From an optimization exercise on the open Yosys and OpenROAD flow, aimed at small area; shortcuts taken in it are not production practice.
Where RTL was checked, it was by simulation tests only, not by an equivalence proof against the original.
Power figures rest on the tool's default switching activity, not on a simulated workload.

// wig_data_block_parser
module wig_data_block_parser (
	input  wire logic              clk,
	input  wire logic              arst_n,
	input  wire logic              in_valid,
	output wire logic              in_ready,
	input  wire logic [BYTE_W-1:0] in_data,
	input  wire logic              in_last,
	output wire logic              row_valid,
	input  wire logic              row_ready,
	output wire logic [WORD_W-1:0] row_start,
	output wire logic [WORD_W-1:0] row_end,
	output wire logic [WORD_W-1:0] row_value,
	output wire logic [WORD_W-1:0] row_chrom,
	output wire logic              row_bad,
	output wire logic              row_final,
	input  wire logic              cfg_valid,
	output wire logic              cfg_ready,
	input  wire logic [CFG_IDX_W-1:0] cfg_addr,
	input  wire logic [WORD_W-1:0] cfg_wdata
);
For scale: roughly 1000 cells after synthesis, roughly 260 flip-flops, roughly 180 I/O pins, ~13000 µm² of cells after synthesis.
==> flow/config.mk <==
export PLATFORM = sky130hd
export DESIGN_NAME = wig_data_block_parser
export DESIGN_NICKNAME = wig_data_block_parser
export VERILOG_FILES = /design/flow/design.v
export SDC_FILE = /design/flow/constraint.sdc
export NUM_CORES = 4
export LEC_CHECK = 0
export CAP_MARGIN = 20
export CORE_MARGIN = 2
export CORE_UTILIZATION = 40
export SLEW_MARGIN = 20
==> flow/constraint.sdc <==
create_clock -name core_clock -period 8.0 [get_ports {clk}]
set_input_delay 1.6000 -clock core_clock [delete_from_list [all_inputs] [get_ports {clk}]]
set_output_delay 1.6000 -clock core_clock [all_outputs]
set_load 0.01 [all_outputs]
standard.sh (not shown) runs the stock make flow with config.mk's settings and CLKGATE_MAP_FILE= SYNTH_SCRIPT=/design/flow/synth_recipe.tcl, a recipe that flattens the netlist after the stock synthesis.
==> flow/flow/run.sh <==
#!/bin/bash
# The standard layout (standard.sh) with two changes that only affect buffering:
#  - the port buffers are the smallest buffer cell (buf_1) instead of the resizer's default;
#  - clock tree synthesis uses clkbuf_4 in clusters of at most 8 sinks and inserts no dummy
#    loads.
set -euo pipefail
bash standard.sh \
  "BUFFER_PORTS_ARGS=-buffer_cell sky130_fd_sc_hd__buf_1" \
  "CTS_ARGS=-sink_clustering_enable -repair_clock_nets -buf_list sky130_fd_sc_hd__clkbuf_4 -sink_clustering_size 8 -sink_clustering_max_diameter 50 -dont_use_dummy_load" \
  finish > standard_make.log 2>&1
Rerun with:
--- a/flow/design.v
+++ b/flow/design.v
@@ -169,13 +169,13 @@
 		din_w = {4{din}};
 		if (in_data[BYTE_W-1:2] == '0 && in_data[1:0] != 2'd0) begin
 			kind_dec = wdbp_pkg::kind_t'(in_data[1:0]);
 		end else begin
 			kind_dec = KIND_NONE;
 		end
-		sum = add_ci(pos_q[0] ? end_q : start_q, inc_q);
+		sum = add_ci(pos_q[0] ? end_q : start_q, ~inc_q);
 		bus_sum = in_header_q ? (pos_q == POS_W'(22)) : (!is_bed && pos_q[4:1] == 4'd2);
 		cfg_qb = cfg_valid && cfg_addr == CFG_QUERY_BEGIN;
 		cfg_qe = cfg_valid && cfg_addr == CFG_QUERY_END;
 		bus = bus_sum ? sum : (cfg_valid ? cfg_wdata : din_w);
 		lo = {qb_sign_q & !qb_q[WORD_W-1], ~qb_q[WORD_W-2:0]};
 		hi = {qe_sign_q & !qe_q[WORD_W-1], ~qe_q[WORD_W-2:0]};
@@ -277,16 +277,16 @@
 					(lane_clr[g] && ((hdr_take && field == 3'd2) ||
 					(hdr_take && clear_pos && !is_fix) || (rec_take && is_bed && field == 3'd1)))) begin
 				end_q[8*g +: 8] <= bus[8*g +: 8];
 			end
 		end
 		if (hdr_take && is_fix && pos_q == POS_W'(22)) begin
-			inc_q <= value_q;
+			inc_q <= ~value_q;
 		end else begin
 			for (int g = 0; g < 4; g++) begin
-				if (lane_en[g] && hdr_take && field == 3'd4) inc_q[8*g +: 8] <= din_w[8*g +: 8];
+				if (lane_en[g] && hdr_take && field == 3'd4) inc_q[8*g +: 8] <= ~din_w[8*g +: 8];
 			end
 		end
 		for (int g = 0; g < 4; g++) begin
 			if (lane_clr[g] && ((hdr_take && clear_pos && !is_fix) || (hdr_take && field == 3'd3) ||
 					(rec_take && ((is_bed && field == 3'd2) || (is_var && field == 3'd1) || is_fix)))) begin
 				value_q[8*g +: 8] <= din_w[8*g +: 8];
The changed run passed the timing, design-rule and antenna checks.
Worst setup slack improved by 0.49 ns.
Sequential share of layout area is about the same.
Global-route usage falls by 0.15 points.
Core utilization barely changes.
Final cell count rises by 0.69%.
Count of clock-buffer cells in the layout falls by 1.
Via count rises by 2.5%.

the previous run:
wig_data_block_parser, a different RTL version from the one above (not shown whole).
Size: about 1100 cells after synthesis, about 180 I/O pins.
==> flow/config.mk <==
export PLATFORM = sky130hd
export DESIGN_NAME = wig_data_block_parser
export DESIGN_NICKNAME = wig_data_block_parser
export VERILOG_FILES = /design/flow/design.v
export SDC_FILE = /design/flow/constraint.sdc
export NUM_CORES = 4
export LEC_CHECK = 0
export CAP_MARGIN = 20
export CORE_MARGIN = 2
export CORE_UTILIZATION = 40
export SLEW_MARGIN = 20
==> flow/constraint.sdc <==
create_clock -name core_clock -period 8.0 [get_ports {clk}]
set_input_delay 1.6000 -clock core_clock [delete_from_list [all_inputs] [get_ports {clk}]]
set_output_delay 1.6000 -clock core_clock [all_outputs]
set_load 0.01 [all_outputs]
Scripts as last shown in full above: flow/flow/run.sh
## Diff of input files: the current run against the previous run
--- a/flow/design.v
+++ b/flow/design.v
@@ -114,23 +114,23 @@
 	logic [WORD_W-1:0]  lo;
 	logic [WORD_W-1:0]  hi;
 	logic               below;
 	logic               above;
 	logic               empty;
 	logic               is_bed;
 	logic               is_var;
 	logic               is_fix;
 	logic               is_none;
 	logic               left_zero;
 	wdbp_pkg::kind_t    kind_dec;
-	localparam int ADD_BLK = 5;
+	localparam int ADD_BLK = 8;
 	function automatic logic [WORD_W-1:0] add_ci(input logic [WORD_W-1:0] x,
 		input logic [WORD_W-1:0] y);
 		logic c;
 		logic cb;
 		logic ones;
 		logic [WORD_W-1:0] s0;
 		cb = 1'b0;
 		for (int b = 0; b < WORD_W; b += ADD_BLK) begin
 			c = 1'b0;
 			for (int i = b; i < b + ADD_BLK && i < WORD_W; i++) begin
 				s0[i] = x[i] ^ y[i] ^ c;
[summary]
- Comparing the current run and the previous run, the higher internal power consumption was measured on the current run.
- For non-clock buffering overhead in the final layout, the previous run and the current run come out practically identical.
- Compared with the previous run, the detailed router inserted more vias in the current run.
- On routed wire length, the current run and the previous run are neck and neck.
- The current run ended up with sky130_fd_sc_hd__buf_4 as its cell with the largest stage delay on the worst path; the previous run ended up with sky130_fd_sc_hd__or4b_4.
- Initial cell density of the core ended up 0.25 points higher on the current run than on the previous run.
- The weighted congestion at the end of routability-driven global placement number comes out lower for the current run vs the previous run.
- Diff the previous run -> the current run: number of cells on the worst reg-to-reg path saw a decrease; proportion of cell area occupied by multi-input gates shows an increase of 0.41 points; area overhead of the layout relative to synthesis flat; number of non-filler instances in the completed layout +52.
- NOTE synthesized cell count the previous run->the current run increased by a few percent
Function not checked in the current run: the RTL went through the layout flow alone.

Setup of juniper:
The RTL this note starts from:
==> flow/design.v <==
`default_nettype none
package wdbp_pkg;
	localparam int WORD_W  = 32;
	localparam int BYTE_W  = 8;
	localparam int COUNT_W = 16;
	localparam int POS_W   = 5;
	localparam int CFG_IDX_W = 2;
	typedef logic [CFG_IDX_W-1:0] cfg_idx_t;
	localparam cfg_idx_t CFG_BYTE_SWAPPED = 2'd0;
	localparam cfg_idx_t CFG_QUERY_BEGIN  = 2'd1;
	localparam cfg_idx_t CFG_QUERY_END    = 2'd2;
	typedef enum logic [1:0] {
		KIND_NONE = 2'd0,
		KIND_BED  = 2'd1,
		KIND_VAR  = 2'd2,
		KIND_FIX  = 2'd3
	} kind_t;
endpackage
`default_nettype wire
`default_nettype none
import wdbp_pkg::*;
module wdbp_window (
	input  wire logic [WORD_W-1:0] lo,
	input  wire logic [WORD_W-1:0] hi,
	input  wire logic [WORD_W-1:0] a,
	input  wire logic [WORD_W-1:0] b,
	output logic                   below,
	output logic                   above,
	output logic                   empty
);
	function automatic logic less(input logic [WORD_W-1:0] x, input logic [WORD_W-1:0] y,
		input logic signed_cmp);
		logic c;
		c = 1'b0;
		for (int i = 0; i < WORD_W - 1; i++) begin
			c = (!x[i] && y[i]) || ((!x[i] || y[i]) && c);
		end
		if (signed_cmp) begin
			c = (x[WORD_W-1] && !y[WORD_W-1]) || ((x[WORD_W-1] || !y[WORD_W-1]) && c);
		end
		less = c;
	endfunction
	always_comb begin
		below = less(hi, a, 1'b1);
		above = less(b, lo, 1'b1);
		empty = !lo[WORD_W-1] && !hi[WORD_W-1] && less(hi, lo, 1'b0);
	end
endmodule
`default_nettype wire
`default_nettype none
import wdbp_pkg::*;
module wig_data_block_parser (
	input  wire logic              clk,
	input  wire logic              arst_n,
	input  wire logic              in_valid,
	output wire logic              in_ready,
	input  wire logic [BYTE_W-1:0] in_data,
	input  wire logic              in_last,
	output wire logic              row_valid,
	input  wire logic              row_ready,
	output wire logic [WORD_W-1:0] row_start,
	output wire logic [WORD_W-1:0] row_end,
	output wire logic [WORD_W-1:0] row_value,
	output wire logic [WORD_W-1:0] row_chrom,
	output wire logic              row_bad,
	output wire logic              row_final,
	input  wire logic              cfg_valid,
	output wire logic              cfg_ready,
	input  wire logic [CFG_IDX_W-1:0] cfg_addr,
	input  wire logic [WORD_W-1:0] cfg_wdata
);
	logic               swap_q;
	logic               qb_sign_q;
	logic [WORD_W-1:0]  qb_q;
	logic               qe_sign_q;
	logic [WORD_W-1:0]  qe_q;
	logic [POS_W-1:0]   pos_q;
	logic               in_header_q;
	wdbp_pkg::kind_t    kind_q;
	logic               missed_q;
	logic [COUNT_W-1:0] left_q;
	logic [WORD_W-1:0]  chrom_q;
	logic [WORD_W-1:0]  start_q;
	logic [WORD_W-1:0]  end_q;
	logic [WORD_W-1:0]  inc_q;
	logic [WORD_W-1:0]  value_q;
	logic               out_valid_q;
	logic               accept;
	logic               hdr_take;
	logic               rec_take;
	logic               active_rec;
	logic               row_done;
	logic               hdr_done;
	logic               clear_pos;
	logic [3:0]         lane_en;
	logic [3:0]         lane_clr;
	logic [2:0]         field;
	logic [BYTE_W-1:0]  din;
	logic [WORD_W-1:0]  din_w;
	logic [WORD_W-1:0]  sum;
	logic [WORD_W-1:0]  lo;
	logic [WORD_W-1:0]  hi;
	logic               below;
	logic               above;
	logic               empty;
	logic               is_bed;
	logic               is_var;
	logic               is_fix;
	logic               is_none;
	logic               left_zero;
	wdbp_pkg::kind_t    kind_dec;
	localparam int ADD_BLK = 5;
	function automatic logic [WORD_W-1:0] add_ci(input logic [WORD_W-1:0] x,
		input logic [WORD_W-1:0] y);
		logic c;
		logic cb;
		logic ones;
		logic [WORD_W-1:0] s0;
		cb = 1'b0;
		for (int b = 0; b < WORD_W; b += ADD_BLK) begin
			c = 1'b0;
			for (int i = b; i < b + ADD_BLK && i < WORD_W; i++) begin
				s0[i] = x[i] ^ y[i] ^ c;
				c = (x[i] & y[i]) | (c & (x[i] ^ y[i]));
			end
			ones = 1'b1;
			for (int i = b; i < b + ADD_BLK && i < WORD_W; i++) begin
				add_ci[i] = s0[i] ^ (cb & ones);
				ones = ones & s0[i];
			end
			cb = c | (cb & ones);
		end
	endfunction
	assign in_ready  = !out_valid_q || row_ready;
	assign accept    = in_valid && in_ready;
	assign cfg_ready = 1'b1;
	always_comb begin
		is_bed  = (kind_q == KIND_BED);
		is_var  = (kind_q == KIND_VAR);
		is_fix  = (kind_q == KIND_FIX);
		is_none = (kind_q == KIND_NONE);
		left_zero  = (left_q == '0);
		active_rec = !in_header_q && !is_none && !left_zero;
		hdr_take   = accept && in_header_q;
		rec_take   = accept && active_rec;
		hdr_done   = in_header_q && (pos_q == POS_W'(23));
		clear_pos  = in_header_q && (pos_q == POS_W'(21));
		row_done   = active_rec && ((is_bed && pos_q == POS_W'(11)) ||
			(is_var && pos_q == POS_W'(7)) || (is_fix && pos_q[1:0] == 2'd3));
		field = pos_q[4:2];
		for (int g = 0; g < 4; g++) begin
			lane_en[g] = ((swap_q ? ~pos_q[1:0] : pos_q[1:0]) == 2'(g));
		end
		lane_clr = lane_en | {4{clear_pos}};
		din   = clear_pos ? '0 : in_data;
		din_w = {4{din}};
		if (in_data[BYTE_W-1:2] == '0 && in_data[1:0] != 2'd0) begin
			kind_dec = wdbp_pkg::kind_t'(in_data[1:0]);
		end else begin
			kind_dec = KIND_NONE;
		end
		sum = add_ci(pos_q[0] ? end_q : start_q, inc_q);
		lo = {qb_sign_q & qb_q[WORD_W-1], qb_q[WORD_W-2:0]};
		hi = {qe_sign_q & qe_q[WORD_W-1], qe_q[WORD_W-2:0]};
	end
	wdbp_window u_window (
		.lo    (lo),
		.hi    (hi),
		.a     (start_q),
		.b     (end_q),
		.below (below),
		.above (above),
		.empty (empty)
	);
	always_ff @(posedge clk or negedge arst_n) begin
		if (!arst_n) begin
			swap_q      <= 1'b0;
			qb_sign_q   <= 1'b1;
			qe_sign_q   <= 1'b1;
			pos_q       <= '0;
			in_header_q <= 1'b1;
			out_valid_q <= 1'b0;
		end else begin
			if (cfg_valid) begin
				unique case (cfg_addr)
					CFG_BYTE_SWAPPED: swap_q <= cfg_wdata[0];
					CFG_QUERY_BEGIN:  qb_sign_q <= cfg_wdata[WORD_W-1];
					CFG_QUERY_END:    qe_sign_q <= cfg_wdata[WORD_W-1];
					default: ;
				endcase
			end
			if (accept) begin
				if (in_last) begin
					in_header_q <= 1'b1;
					pos_q       <= '0;
				end else if (in_header_q) begin
					if (hdr_done) begin
						in_header_q <= 1'b0;
						pos_q       <= '0;
					end else begin
						pos_q <= pos_q + 1'b1;
					end
				end else if (active_rec) begin
					if (row_done) begin
						pos_q <= is_fix ? POS_W'(4) : '0;
					end else begin
						pos_q <= pos_q + 1'b1;
					end
				end
			end
			if (accept && ((hdr_done && is_none) || (row_done && !missed_q && !below && !above))) begin
				out_valid_q <= 1'b1;
			end else if (row_ready) begin
				out_valid_q <= 1'b0;
			end
		end
	end
	always_ff @(posedge clk) begin
		if (cfg_valid && cfg_addr == CFG_QUERY_BEGIN) begin
			qb_q <= cfg_wdata;
		end else if (hdr_take && field == 3'd1 && qb_sign_q) begin
			for (int g = 0; g < 4; g++) begin
				if (lane_en[g]) qb_q[8*g +: 8] <= din_w[8*g +: 8];
			end
		end
		if (cfg_valid && cfg_addr == CFG_QUERY_END) begin
			qe_q <= cfg_wdata;
		end else if (hdr_take && field == 3'd2 && qe_sign_q) begin
			for (int g = 0; g < 4; g++) begin
				if (lane_en[g]) qe_q[8*g +: 8] <= din_w[8*g +: 8];
			end
		end
		if (hdr_take && pos_q == POS_W'(20)) kind_q <= kind_dec;
		if (hdr_take && pos_q == POS_W'(12)) missed_q <= below || above || empty;
		for (int g = 0; g < 4; g++) begin
			if (hdr_take && field == 3'd0 && lane_en[g]) chrom_q[8*g +: 8] <= din_w[8*g +: 8];
		end
		if (hdr_take && pos_q[4:1] == 4'd11) begin
			if (pos_q[0] ^ swap_q) left_q[15:8] <= din;
			else left_q[7:0] <= din;
		end else if (rec_take && row_done) begin
			left_q <= left_q - 1'b1;
		end
		if (rec_take && is_fix && pos_q == POS_W'(4)) begin
			start_q <= sum;
		end else begin
			for (int g = 0; g < 4; g++) begin
				if (lane_clr[g] && ((hdr_take && field == 3'd1) || (hdr_take && clear_pos && !is_fix) ||
						(rec_take && !is_fix && field == 3'd0))) begin
					start_q[8*g +: 8] <= din_w[8*g +: 8];
				end
			end
		end
		if ((hdr_take && is_fix && pos_q == POS_W'(22)) ||
				(rec_take && is_var && pos_q == POS_W'(4)) ||
				(rec_take && is_fix && pos_q == POS_W'(5))) begin
			end_q <= sum;
		end else begin
			for (int g = 0; g < 4; g++) begin
				if (lane_clr[g] && ((hdr_take && (field == 3'd2 || field == 3'd3)) ||
						(hdr_take && clear_pos && !is_fix) || (rec_take && is_bed && field == 3'd1))) begin
					end_q[8*g +: 8] <= din_w[8*g +: 8];
				end
			end
		end
		if (hdr_take && is_fix && pos_q == POS_W'(22)) begin
			inc_q <= end_q;
		end else begin
			for (int g = 0; g < 4; g++) begin
				if (lane_en[g] && hdr_take && field == 3'd4) inc_q[8*g +: 8] <= din_w[8*g +: 8];
			end
		end
		for (int g = 0; g < 4; g++) begin
			if (lane_clr[g] && ((hdr_take && clear_pos) ||
					(rec_take && ((is_bed && field == 3'd2) || (is_var && field == 3'd1) || is_fix)))) begin
				value_q[8*g +: 8] <= din_w[8*g +: 8];
			end
		end
	end
	assign row_valid = out_valid_q;
	assign row_start = start_q;
	assign row_end   = end_q;
	assign row_value = value_q;
	assign row_chrom = chrom_q;
	assign row_bad   = is_none;
	assign row_final = left_zero && !is_none;
endmodule
`default_nettype wire
clock: 8.0 ns
lec_check: 0
cap_margin: 20
core_margin: 2
core_utilization: 40
slew_margin: 20
Scripts as last shown in full above: flow/flow/run.sh
> inputs changed (juniper -> xenon)
-- flow/design.v --
<<< juniper, line 99
	logic [WORD_W-1:0]  din_w;
	logic [WORD_W-1:0]  sum;
	logic [WORD_W-1:0]  lo;
	logic [WORD_W-1:0]  hi;
>>> xenon, line 99
	logic [WORD_W-1:0]  din_w;
	logic [WORD_W-1:0]  sum;
	logic               bus_sum;
	logic [WORD_W-1:0]  bus;
	logic [WORD_W-1:0]  lo;
	logic [WORD_W-1:0]  hi;
<<< juniper, line 161
		end
		sum = add_ci(pos_q[0] ? end_q : start_q, inc_q);
		lo = {qb_sign_q & qb_q[WORD_W-1], qb_q[WORD_W-2:0]};
		hi = {qe_sign_q & qe_q[WORD_W-1], qe_q[WORD_W-2:0]};
>>> xenon, line 163
		end
		sum = add_ci(pos_q[0] ? end_q : start_q, inc_q);
		bus_sum = in_header_q ? (pos_q == POS_W'(22)) : (!is_bed && pos_q[4:1] == 4'd2);
		bus = bus_sum ? sum : din_w;
		lo = {qb_sign_q & qb_q[WORD_W-1], qb_q[WORD_W-2:0]};
		hi = {qe_sign_q & qe_q[WORD_W-1], qe_q[WORD_W-2:0]};
<<< juniper, line 242
			left_q <= left_q - 1'b1;
		end
		if (rec_take && is_fix && pos_q == POS_W'(4)) begin
			start_q <= sum;
		end else begin
			for (int g = 0; g < 4; g++) begin
				if (lane_clr[g] && ((hdr_take && field == 3'd1) || (hdr_take && clear_pos && !is_fix) ||
						(rec_take && !is_fix && field == 3'd0))) begin
					start_q[8*g +: 8] <= din_w[8*g +: 8];
				end
			end
		end
		if ((hdr_take && is_fix && pos_q == POS_W'(22)) ||
				(rec_take && is_var && pos_q == POS_W'(4)) ||
				(rec_take && is_fix && pos_q == POS_W'(5))) begin
			end_q <= sum;
		end else begin
			for (int g = 0; g < 4; g++) begin
				if (lane_clr[g] && ((hdr_take && (field == 3'd2 || field == 3'd3)) ||
						(hdr_take && clear_pos && !is_fix) || (rec_take && is_bed && field == 3'd1))) begin
					end_q[8*g +: 8] <= din_w[8*g +: 8];
				end
			end
		end
>>> xenon, line 246
			left_q <= left_q - 1'b1;
		end
		for (int g = 0; g < 4; g++) begin
			if ((rec_take && is_fix && pos_q == POS_W'(4)) ||
					(lane_clr[g] && ((hdr_take && field == 3'd1) || (hdr_take && clear_pos && !is_fix) ||
					(rec_take && !is_fix && field == 3'd0)))) begin
				start_q[8*g +: 8] <= bus[8*g +: 8];
			end
		end
		for (int g = 0; g < 4; g++) begin
			if ((hdr_take && is_fix && pos_q == POS_W'(22)) ||
					(rec_take && is_var && pos_q == POS_W'(4)) ||
					(rec_take && is_fix && pos_q == POS_W'(5)) ||
					(lane_clr[g] && ((hdr_take && (field == 3'd2 || field == 3'd3)) ||
					(hdr_take && clear_pos && !is_fix) || (rec_take && is_bed && field == 3'd1)))) begin
				end_q[8*g +: 8] <= bus[8*g +: 8];
			end
		end
### Flow results
- [xenon vs juniper] number of DRC markers in iteration 0: lower in xenon
- Taking juniper as the reference, in xenon total congestion overflow after global routing roughly the same; number of inserted filler cells in the final layout fell by about 0.7%; total placed cells including tap cells has decreased; finished layout cell area went down 0.64%; synthesized cell count decreased by 29 relative to the old numbers.
- Changes observed in xenon relative to juniper: post-detailed-route wirelength per cell moved down, overall power of the completed layout climbed 58 µW.
- When xenon is measured against juniper, its data arrival time of the worst path turns out 0.24 ns higher.
- Summary of xenon over juniper: maximum fanout along the worst path fell about 44%, fraction of the mapped netlist area in compound gates fell 1.3 points.
- Run comparison: juniper capture point of the worst path start_q[31]; xenon capture point of the worst path end_q[31]
- When xenon is set beside juniper, its share of synthesized cell area in full adder, half adder and majority cells turns out to be 0.31 points larger.
- xenon against juniper: wire length on met2 higher, fmax lower.

==> port drivers added, routing unchanged <==
Ports are ideal in the flow. The routed layouts listed here were re-timed in OpenROAD.
Step 1 sets driving cells, clkbuf_16 on the clock port and buf_2 on the other inputs (assumed; they add their load-dependent delay and slew).
Step 2 also shifts input and output timing later by t, the mid clock arrival at the registers, as if the neighbouring blocks saw the same clock.
Slacks: ideal / step 1 / step 2; pairs: ideal / step 1.
| run | t, ns | setup slack, ns | worst data-port slew with drivers (ns) |
|---|---|---|---|
| the first run of note 1 | 0.663 | 1.620 / 1.620 / 1.620 | 0.07 |
| the second run of note 1 | 0.644 | 2.108 / 2.108 / 2.108 | 0.09 |
| the previous run | 0.670 | 2.242 / 2.242 / 2.242 | 0.07 |
| the current run | 0.664 | 1.900 / 1.900 / 1.900 | 0.04 |
| juniper | 0.683 | 2.379 / 2.379 / 2.379 | 0.04 |
| xenon | 0.684 | 2.063 / 2.063 / 2.063 | 0.07 |
After both steps setup and hold are still met in every run listed.
